Context: an optimization exercise on an open-source flow, tuned for small area and a short achievable clock period. The choices shown serve that exercise and are no tape-out recipe. In this exercise RTL edits were held to simulation tests only and were not proved equivalent to the original. No activity file was given, so power comes from the tool's default toggle rates.

==> flow/design.v, too long to show whole: its modules and the start of the top module <==
// module mips_bard_inv: 1 lines
// module mips_bard_nand2: 1 lines
// module mips_bard_nor2: 1 lines
// module mips_bard_nor2b: 1 lines
// module mips_bard_nand3: 1 lines
// module mips_bard_nand4: 1 lines
// module mips_bard_nor3: 1 lines
// module mips_bard_xor2: 1 lines
// module mips_bard_xnor2: 1 lines
// module mips_bard_a21o: 1 lines
// module mips_bard_aoi21: 1 lines
// module mips_bard_oai21: 1 lines
// module mips_bard_aoi22: 1 lines
// module mips_bard_mux2i: 1 lines
// module mips_bard_aoi222: 3 lines
// module mips_bard_a221o: 3 lines
// module mips_bard_nor4: 1 lines
// module mips_bard_mux2: 1 lines
// module mips_bard_regfile: 33 lines
// module mips_bard_rdec: 11 lines
// module mips_bard_rdbit: 21 lines
// module mips_bard_add32: 439 lines
// module mips_bard_core: 155 lines
// module mips_bard_rot: 19 lines
module mips_bard_core #(
   parameter logic [31:0] RESET_PC = 32'h1000_0000
) (
   input  logic        clk,
   input  logic        rst,
   input  logic [31:0] instruction,
   output logic [31:0] pc,
   output logic [31:0] data_out
);
  // ...
==> flow/run.sh <==
#!/bin/bash
# synth_recipe.tcl (not shown) runs the flow's synth.tcl, then flattens the netlist and writes it again
# the make line also repeats each setting of config.mk as NAME=value (left out here)
make -C /OpenROAD-flow-scripts/flow DESIGN_CONFIG=/design/flow/config.mk WORK_HOME=/design/flow/orfs CLKGATE_MAP_FILE= SYNTH_SCRIPT=/design/flow/synth_recipe.tcl finish
==> flow/config.mk <==
export PLATFORM = sky130hd
export DESIGN_NAME = mips_bard_core
export DESIGN_NICKNAME = mips_bard_core
export VERILOG_FILES = /design/flow/design.v
export SDC_FILE = /design/flow/constraint.sdc
export NUM_CORES = 4
export LEC_CHECK = 0
export CAP_MARGIN = 20
export CORE_MARGIN = 2
export CORE_UTILIZATION = 40
export CTS_BUF_LIST = sky130_fd_sc_hd__clkbuf_8
export SETUP_SLACK_MARGIN = 5.0
export SLEW_MARGIN = 20
export SYNTH_HIERARCHICAL = 1
export SYNTH_MINIMUM_KEEP_SIZE = 0
export TNS_END_PERCENT = 5
==> flow/constraint.sdc <==
create_clock -name core_clock -period 10.0 [get_ports {clk}]
set_input_delay 2.0000 -clock core_clock [delete_from_list [all_inputs] [get_ports {clk}]]
set_output_delay 2.0000 -clock core_clock [all_outputs]
set_load 0.01 [all_outputs]
==> impl_metrics.yaml, run 1 <==
pwr:
  max-vdd-ir-drop_uv: 155.0
  p_sw_mw: 3.236
  p_int_mw: 7.612
  p_per_area_mw_per_mm2: 163.8
yosys:
  synth_top_family_by_area: "compound AO/OA/AOI/OAI gates"
  synth-seq-cells: 1061
  synthCells: 4006
  ys_seq_area_share_pct: 57.86
  synth_edf_count: 992
  synth_area_leaders: "edfxtp_1 55%, a222oi_1 12%, mux2i_1 3.9%"
  syn-cell-area_mm2: 0.05387
  yosys_most_used_dff: "edfxtp_1"
final_layout:
  clkbuf_count: 183
  multi_input_area_mm2: 0.02419
  final_common_cell: "edfxtp_1"
  largest_registers: "u_regfile.regs_q x992, data_q x32, pc_q x32"
  inv_count: 30
  drive_gt1_share_pct: 28.42
  multi_input_area_share_pct: 36.54
  largest-register: "u_regfile.regs_q"
  clockNetworkAreaShare_pct: 5.089
worst_setup_path:
  r2r_start: "wb_addr_q[0]"
  critPathKind: "in -> reg"
  cp.arrival_ns: 6.20
sta:
  worst_hold_slack_ns: 0.8417
  period_needed_ns: 5.395
  slew_violations: 0
  fmax_mhz: 185.4
  setup_ws_ns: 4.605
  slew_headroom_pct: 21.78
placement:
  dp_hpwl_mm: 146.4
grt:
  grt.total_usage_pct: 33.11
route:
  drtIter0Drc: 11473
  routed_wl_mm: 236.1
hold_path:
  hp-start: "data_q[2]"
clock_network:
  insertion_delay_ns: 0.94
status:
  status: "complete, no violations"
die:
  fp-row-count: 134
==> inputs of run 2 (changes only) <==
--- a/flow/config.mk
+++ b/flow/config.mk
@@ -9,6 +9,8 @@
 export CORE_MARGIN = 2
 export CORE_UTILIZATION = 40
 export CTS_BUF_LIST = sky130_fd_sc_hd__clkbuf_8
+export CTS_CLUSTER_DIAMETER = 60
+export CTS_CLUSTER_SIZE = 15
 export SETUP_SLACK_MARGIN = 5.0
 export SLEW_MARGIN = 20
 export SYNTH_HIERARCHICAL = 1
==> impl_metrics.yaml, run 2 <==
route:
  num_vias: 45538
  drtIter0Drc: 11256
  topRoutingLayerUsed: "met5"
  routed_wl_mm: 234.6
  wl_met1_mm: 85.04
  drtPass1Iterations: 14
  final_antenna_net_count: 0
  wl_met3_mm: 38.78
  wl_per_cell_um: 37.44
  via_per_inst: 7.266
  wl_met2_mm: 98.59
  remaining_drc_errors: 0
clock_network:
  cts_root_buf: "clkbuf_8"
  insertion_delay_ns: 0.87
  clockBufferDepth: 3
  cts-buffers-inserted: 98
  clkTransAtPathRegs_ns: 0.10
  tritoncts: "yes"
  numClockSinks: 1061
  htreeDepth: 3
  cts_hold_buffers: 0
yosys:
  yosys_most_used_dff: "edfxtp_1"
  yosys_warnings: 9
  ys_seq_area_share_pct: 57.86
  synthMuxAreaShare_pct: 5.086
  synth-seq-cells: 1061
  synth.net_count: 4072
  ys_types: 86
  syn-cell-area_mm2: 0.05387
  yosys.area.top_type: "edfxtp_1"
  synthCells: 4006
  syn_area_per_cell_um2: 13.45
  synth_compound_area_share_pct: 20.16
  synthArstFlopShare_pct: 0
  synth_xor_area_share_pct: 2.894
  synth_area_leaders: "edfxtp_1 55%, a222oi_1 12%, mux2i_1 3.9%"
  yosys.area_share.simple_pct: 10.86
  synth_top_area_share_pct: 55.29
  netlist_top_cells_count: "992 x edfxtp_1, 640 x a222oi_1, 229 x nor2_1"
  synth_fa_ha_area_share_pct: 0.7571
  synth_edf_count: 992
  synth_top_family_by_area: "compound AO/OA/AOI/OAI gates"
  synth_most_common_cell: "edfxtp_1"
placement:
  dpl_cell_area_mm2: 0.05842
  portBuffers: 97
  finalWeightedCongestion: 1.044
  place_ws_ns: 1.673
  dp_hpwl_mm: 146.4
sta:
  worst_hold_slack_ns: 0.8354
  slew_violations: 0
  setup_ws_ns: 4.569
  setup_tns_ns: 0
  final_hold_viol_count: 0
  slew_headroom_pct: 22.06
  fin_skew_ns: 0.06905
  period_needed_ns: 5.431
  rsz0062_at_grt: "true"
  setup-violations-final: 0
  fmax_mhz: 184.1
  worst_pin_slew_ns: 1.167
  fin_crit_sh_pct: 54.31
pwr:
  p_int_mw: 6.807
  clkPwrFrac_pct: 28.0
  max-vdd-ir-drop_uv: 128.6
  total_leakage_power_nw: 22.07
  p_sw_share_pct: 30.70
  p_sw_mw: 3.015
  pwr-share-seq_pct: 52.0
  p_comb_share_pct: 20.0
  p_per_area_mw_per_mm2: 151.3
  total_power_mw: 9.823
final_layout:
  largest_reg_flops: 992
  fin_area_mm2: 0.06491
  nFillCells: 11419
  largest_registers: "u_regfile.regs_q x992, data_q x32, pc_q x32"
  drive_gt1_share_pct: 27.45
  final_cell_mix: "992 x edfxtp_1, 640 x a222oi_1, 344 x buf_4"
  finalNetCount: 4510
  synthToLayoutAreaGrowth_pct: 20.49
  largest-register: "u_regfile.regs_q"
  final_common_cell: "edfxtp_1"
worst_setup_path:
  cpPeakStageDelay_ns: 0.63
  cp.arrival_ns: 6.18
  r2r_start: "wb_addr_q[0]"
  r2r_setup_slack_ns: 4.62
  startpoint: "instruction[23]"
  cp_cell_sequence: "buf_4, nand2b_4, or2_4, nor3_4, buf_4, a222oi_1, nand4_1, nor3_4, buf_12, buf_4, nor2b_4, a21oi_2, o21ai_2, a21oi_2, o21ai_1, a21oi_2, xnor2_1, a221o_1"
  crit_path_end: "data_q[26]"
  worstSetupEndpointType: "flip-flop"
  crit_buf_inv: 4
  path_depth: 18
  critPathKind: "in -> reg"
  r2r_cells: 20
  worstReg2RegEnd: "data_q[26]"
  start_kind: "input port"
  path_delay_family: "simple AND/OR/NAND/NOR gates"
  crit_fanout: 20
  crit_required_ns: 10.75
  crit_slowest_cell: "nand4_1"
die:
  die-height_um: 371.0
  initial_core_util_pct: 40.32
  dieWidth_um: 371.0
  core_region_area_mm2: 0.1336
  io_pins: 98
  dieArea_mm2: 0.1376
  fp-row-count: 134
hold_path:
  hold_path.class: "reg -> reg"
  hp-start: "data_q[4]"
status:
  status: "complete, no violations"
grt:
  grt_max_degree: 49
  grt.total_usage_pct: 32.97
  grt_first_pass_wirelength_mm: 322.6
  overflow: 0
  antenna_found_initial: 17
  first_global_vias: 42286
job:
  cap_violations: 0
==> run 2: per-layer routing <==
metal,vias up,global-route usage (%)
met2,3914,47.59
li1,18243,-
met3,594,11.97
met1,22779,44.43
met5,-,0
met4,8,14.31
==> run 2: logic make-up after synthesis <==
kind of cell | after synthesis
buf+inv | 226
flops | 1061
simple gates | 1008
compound gates | 1245
mux | 256
xor+xnor | 178
fa+ha+maj | 32
==> run 2: modules after synthesis, one instance, submodules excluded, excerpt <==
| module | copies in the design | cells | cell area [µm²] |
|---|---|---|---|
| mips_bard_nor3 | 64 | 1 | 10.01 |
| mips_bard_aoi22 | 64 | 1 | 12.51 |
| mips_bard_a221o | 32 | 1 | 10.01 |
| mips_bard_core | 1 | 1202 | 7974 |
| mips_bard_nor2 | 43 | 1 | 3.754 |
| mips_bard_nand2 | 52 | 1 | 3.754 |
| mips_bard_oai21 | 52 | 1 | 5.005 |
| mips_bard_rdec | 2 | 60 | 457.9 |
| mips_bard_mux2 | 32 | 1 | 15.01 |
| mips_bard_regfile | 1 | 992 | 29790 |
| mips_bard_aoi21 | 72 | 1 | 8.758 |
| mips_bard_xor2 | 43 | 1 | 8.758 |
| mips_bard_inv | 8 | 1 | 3.754 |
| mips_bard_rot | 1 | 14 | 103.8 |
| mips_bard_xnor2 | 52 | 1 | 8.758 |
==> run 2: layout make-up <==
cell class              count  area (µm²)  area share (%)
well taps                1768        2212           3.408
diodes                      3       7.507         0.01157
flip-flops and latches   1061       31170           48.02
repair buffers            533        5180           7.980
clock inverters            53       570.5          0.8790
inverters                  30       113.9          0.1754
multi-input cells        2720       24290           37.43
clock buffers              99        1363           2.099
==> run 2: metrics by stage <==
step,std cells,utilization (%)
6_report,6267,48.58
5_1_grt,6267,48.58
4_1_cts,6238,48.19
3_5_place_dp,5846,43.72
3_3_place_gp,5846,43.70
2_1_floorplan,4006,-
==> run 2: worst register-to-register path, cell delays in order, from the launching register on <==
cell and delay (ns):
dfxtp_1 0.65, nand3b_1 0.35, buf_4 0.29, nor2_1 0.37
nor3_4 0.10, buf_12 0.17, buf_4 0.16, a222oi_1 0.32
nand4_1 0.42, nor3_4 0.24, buf_4 0.18, mux2i_4 0.29
xnor2_2 0.19, buf_4 0.20, a21oi_2 0.25, o21ai_1 0.21
a21oi_2 0.20, o21ai_1 0.11, a21oi_2 0.13, xnor2_1 0.10
a221o_1 0.34
==> run 2: worst min path at each step <==
stage / endpoint / depth (start not counted)
global placement: u_regfile.regs_q[31][4] / 1
global route: u_regfile.regs_q[31][13] / 1
detailed placement: u_regfile.regs_q[28][4] / 1
finish: u_regfile.regs_q[28][4] / 1
CTS: u_regfile.regs_q[30][4] / 1
floorplan: data_q[1] / 3
==> run 2: power by group through the flow <==
| stage | registers, mW | logic [mW] | clock network, mW |
|---|---|---|---|
| after floorplan | 5.19 | 1.01 | 0 |
| after global placement | 5.19 | 1.44 | 0 |
| after detailed placement | 5.20 | 1.44 | 0 |
| after CTS | 5.10 | 1.84 | 2.77 |
| after global routing | 5.12 | 2.00 | 2.93 |
| final | 5.11 | 1.96 | 2.75 |
==> run 2: repair_timing <==
item / CTS / global route
gates resized for setup: 427 / 51
cloned: 9 / 2
pin swaps: 203 / 40
setup buffers: 231 / 22
setup endpoints to repair: 64 / 64
==> inputs of run 3 (changes only) <==
--- a/flow/config.mk
+++ b/flow/config.mk
@@ -7,10 +7,7 @@
 export LEC_CHECK = 0
 export CAP_MARGIN = 20
 export CORE_MARGIN = 2
-export CORE_UTILIZATION = 40
-export CTS_BUF_LIST = sky130_fd_sc_hd__clkbuf_8
-export CTS_CLUSTER_DIAMETER = 60
-export CTS_CLUSTER_SIZE = 15
+export CORE_UTILIZATION = 45
 export SETUP_SLACK_MARGIN = 5.0
 export SLEW_MARGIN = 20
 export SYNTH_HIERARCHICAL = 1
==> impl_metrics.yaml, run 3 <==
status:
  status: "complete, no violations"
clock_network:
  htreeDepth: 3
  clockBufferDepth: 3
  clkTransAtPathRegs_ns: 0.07
  cts_hold_buffers: 0
  cts-buffers-inserted: 111
  insertion_delay_ns: 0.76
  numClockSinks: 1061
  tritoncts: "yes"
  cts_root_buf: "clkbuf_16"
worst_setup_path:
  r2r_start: "wb_addr_q[4]"
  cpPeakStageDelay_ns: 0.57
  crit_required_ns: 10.64
  cp.arrival_ns: 6.13
  critPathKind: "in -> reg"
  start_kind: "input port"
  r2r_setup_slack_ns: 4.63
  crit_fanout: 8
  cp_cell_sequence: "buf_16, nand2b_4, buf_6, buf_12, nor3_4, buf_12, buf_4, a222oi_1, nand4_1, nor3_4, mux2i_4, nor2b_4, a21oi_2, buf_4, o21ai_4, a21oi_2, o21ai_1, a21oi_2, xnor2_1, a221o_1"
  critPathMostFrequentCell: "a21oi_2"
  worstReg2RegEnd: "data_q[15]"
  r2r_cells: 17
  crit_buf_inv: 6
  crit_slowest_cell: "nand4_1"
  worstSetupEndpointType: "flip-flop"
  path_delay_family: "simple AND/OR/NAND/NOR gates"
route:
  routed_wl_mm: 236.5
  wl_per_cell_um: 38.48
  remaining_drc_errors: 0
  drtIter0Drc: 11424
  drtPass1Iterations: 17
  via_per_inst: 7.407
  final_antenna_net_count: 0
  num_vias: 45516
sta:
  slew_violations: 0
  fin_crit_sh_pct: 54.91
  slew_headroom_pct: 27.72
  setup_tns_ns: 0
  rsz0062_at_grt: "true"
  period_needed_ns: 5.491
  worst_pin_slew_ns: 1.082
  setup-violations-final: 0
  fin_skew_ns: 0.06112
  fmax_mhz: 182.1
  final_hold_viol_count: 0
yosys:
  syn-cell-area_mm2: 0.05387
  yosys_most_used_dff: "edfxtp_1"
  synth.net_count: 4072
  synthCells: 4006
  synthArstFlopShare_pct: 0
  ys_seq_area_share_pct: 57.86
  ys_types: 86
  netlist_top_cells_count: "992 x edfxtp_1, 640 x a222oi_1, 229 x nor2_1"
  synth_top_area_share_pct: 55.29
  synth-seq-cells: 1061
  synth_edf_count: 992
  syn_area_per_cell_um2: 13.45
  synth_area_leaders: "edfxtp_1 55%, a222oi_1 12%, mux2i_1 3.9%"
  yosys.area.top_type: "edfxtp_1"
  yosys_warnings: 9
  synth_most_common_cell: "edfxtp_1"
hold_path:
  min_path_cells: 1
  hp-start: "data_q[11]"
  hold_path_end: "u_regfile.regs_q[31][11]"
  hold_path.class: "reg -> reg"
placement:
  dp_cells: 5702
  portBuffers: 97
  finalWeightedCongestion: 0.9784
  dp_hpwl_mm: 148.9
final_layout:
  final_common_cell: "edfxtp_1"
  synthToLayoutAreaGrowth_pct: 23.03
  finalNetCount: 4516
  largest_reg_flops: 992
  drive_gt1_share_pct: 27.29
  largest-register: "u_regfile.regs_q"
  final_util_pct: 55.98
  stdcell_count: 6145
  largest_registers: "u_regfile.regs_q x992, data_q x32, pc_q x32"
  nFillCells: 9544
  final_cell_mix: "992 x edfxtp_1, 640 x a222oi_1, 335 x buf_4"
die:
  core_region_area_mm2: 0.1184
  io_pins: 98
  die-height_um: 350
  initial_core_util_pct: 45.50
  dieWidth_um: 350
  dieArea_mm2: 0.1225
  fp-row-count: 126
pwr:
  clkPwrFrac_pct: 36.9
  p_sw_share_pct: 28.54
  p_comb_share_pct: 17.3
  total_leakage_power_nw: 22.79
  p_per_area_mw_per_mm2: 168.6
  p_sw_mw: 3.188
  max-vdd-ir-drop_uv: 155.6
  pwr-share-seq_pct: 45.8
  total_power_mw: 11.17
  p_int_mw: 7.983
grt:
  grt_max_degree: 49
  grt.total_usage_pct: 37.36
  overflow: 0
  grt_first_pass_wirelength_mm: 323.8
  antenna_found_initial: 3
  first_global_vias: 41826
job:
  cap_violations: 0
## run 3: cell counts after synthesis
Identical to the previous run, type by type.
## run 3: worst reg2reg max path: stages, from the launching register on
cell and delay (ns):
dfxtp_1 0.60, or3b_2 0.70, nor2_1 0.37, nor3_4 0.11, buf_4 0.27, a222oi_1 0.34
nand4_1 0.58, nor3_4 0.38, buf_6 0.18, mux2i_4 0.32, xnor2_4 0.17, a21oi_4 0.26
o21ai_4 0.12, a21oi_4 0.17, o21ai_2 0.11, buf_4 0.14, xor2_1 0.15, a221o_1 0.34
## run 3: Yosys stat by module, one instance, submodules excluded, excerpt
module | flip-flops and latches | area (µm²) | cells inside | copies in the design
mips_bard_aoi22 | 0 | 12.51 | 1 | 64
mips_bard_xor2 | 0 | 8.758 | 1 | 43
mips_bard_nor3 | 0 | 10.01 | 1 | 64
mips_bard_mux2i | 0 | 10.01 | 1 | 192
mips_bard_add32 | 0 | 721.9 | 96 | 1
mips_bard_xnor2 | 0 | 8.758 | 1 | 52
mips_bard_regfile | 992 | 29790 | 992 | 1
mips_bard_rdec | 0 | 457.9 | 60 | 2
mips_bard_a21o | 0 | 7.507 | 1 | 2
mips_bard_core | 69 | 7974 | 1202 | 1
mips_bard_rot | 0 | 103.8 | 14 | 1
mips_bard_oai21 | 0 | 5.005 | 1 | 52
mips_bard_mux2 | 0 | 15.01 | 1 | 32
mips_bard_nor4 | 0 | 12.51 | 1 | 8
mips_bard_nand4 | 0 | 6.256 | 1 | 130
mips_bard_aoi222 | 0 | 10.01 | 1 | 640
## run 3: power groups by stage
stage	Sequential, mW	Combinational (mW)	Clock [mW]
floorplan	5.19	1.01	0
global placement	5.20	1.45	0
detailed placement	5.20	1.45	0
CTS	5.11	1.84	4.14
global route	5.13	1.97	4.31
finish	5.12	1.93	4.12
## run 3: stage by stage
| step | worst slack [ns] | hold WS [ns] | instance area, µm² |
|---|---|---|---|
| after CTS | 4.884 | 0.7656 | 66030 |
| after detailed placement | 1.816 | 0.7413 | 58400 |
| after floorplan | 3.881 | 0.6445 | 54530 |
| final | 4.509 | 0.7411 | 66280 |
| after global routing | 4.481 | 0.7728 | 66270 |
| after global placement | 1.852 | 0.7346 | 58380 |
## run 3: cell type report
| type | count | area [µm²] | share of cell area, % |
|---|---|---|---|
| well taps | 1600 | 2002 | 3.020 |
| multi-input cells | 2719 | 24220 | 36.54 |
| flip-flops and latches | 1061 | 31170 | 47.03 |
| diodes | 2 | 5.005 | 0.007551 |
| inverters | 30 | 113.9 | 0.1718 |
| clock inverters | 67 | 658.1 | 0.9930 |
| clock buffers | 139 | 2924 | 4.412 |
| repair buffers | 527 | 5185 | 7.823 |
## run 3: cells by family (layout without fill, tap and decap cells)
group / Yosys count / in the layout / share of synthesized area (%)
flops: 1061 / 1061 / 57.86
compound gates: 1245 / 1245 / 20.16
simple gates: 1008 / 1008 / 10.86
other cells: 0 / 2 / 0
xor+xnor: 178 / 178 / 2.894
mux: 256 / 256 / 5.086
fa+ha+maj: 32 / 32 / 0.7571
buf+inv: 226 / 763 / 2.385
## run 3: layer usage
| layer | part of all wire [%] | track usage (%) | up-vias |
|---|---|---|---|
| met2 | 42 | 54.29 | 3946 |
| met1 | 36 | 50.66 | 22653 |
| li1 | - | - | 18317 |
| met5 | 0 | 0 | - |
| met3 | 16 | 12.50 | 600 |
| met4 | 5.6 | 16.74 | 0 |
## run 3: worst max path at each step
stage	cells past startpoint	to	from	slack, ns
global placement	17	data_q[31]	instruction[16]	1.85
finish	20	data_q[29]	instruction[18]	4.51
detailed placement	17	data_q[31]	instruction[16]	1.82
floorplan	8	data_q[0]	instruction[26]	3.88
CTS	20	data_q[20]	instruction[16]	4.88
global route	17	data_q[15]	wb_addr_q[4]	4.48
## run 3: repair_timing
item | 4_1_cts | 5_1_grt
gates cloned | 11 | 2
setup endpoints to repair | 64 | 64
pin swaps | 251 | 18
resized for setup | 469 | 13
buffers inserted | 209 | 13

what the ideal ports hide:
The flow's constraints put no driver on any port. The routed layouts listed below were extracted and timed again, unchanged, in two steps. Step 1 assumes that a clkbuf_16 drives the clock port and a buf_2 every other input. Step 2 adds t to the input delays and takes it off the output delays; t is the mean of the earliest and latest rising clock arrival at the registers after step 1. Input paths then give back, and output paths get back, about the clock's delay inside the block. a / b / c = ideal ports / drivers / drivers and shift; a / b = the first two.
| run | t, ns | setup WS [ns] | latest minus earliest clock arrival (ns) | worst data-port slew with drivers (ns) |
|---|---|---|---|---|
| run 1 | 0.992 | 4.605 / 4.495 / 3.503 | 0.050 / 0.050 | 0.27 |
| run 2 | 0.922 | 4.569 / 4.508 / 3.585 | 0.081 / 0.081 | 0.26 |
| run 3 | 0.799 | 4.509 / 4.352 / 3.553 | 0.062 / 0.062 | 0.32 |
After both steps setup and hold are still met in every run listed. The setup slack of run 1, which loses most, moves by -0.110 ns with the drivers and by -1.102 ns with both steps.
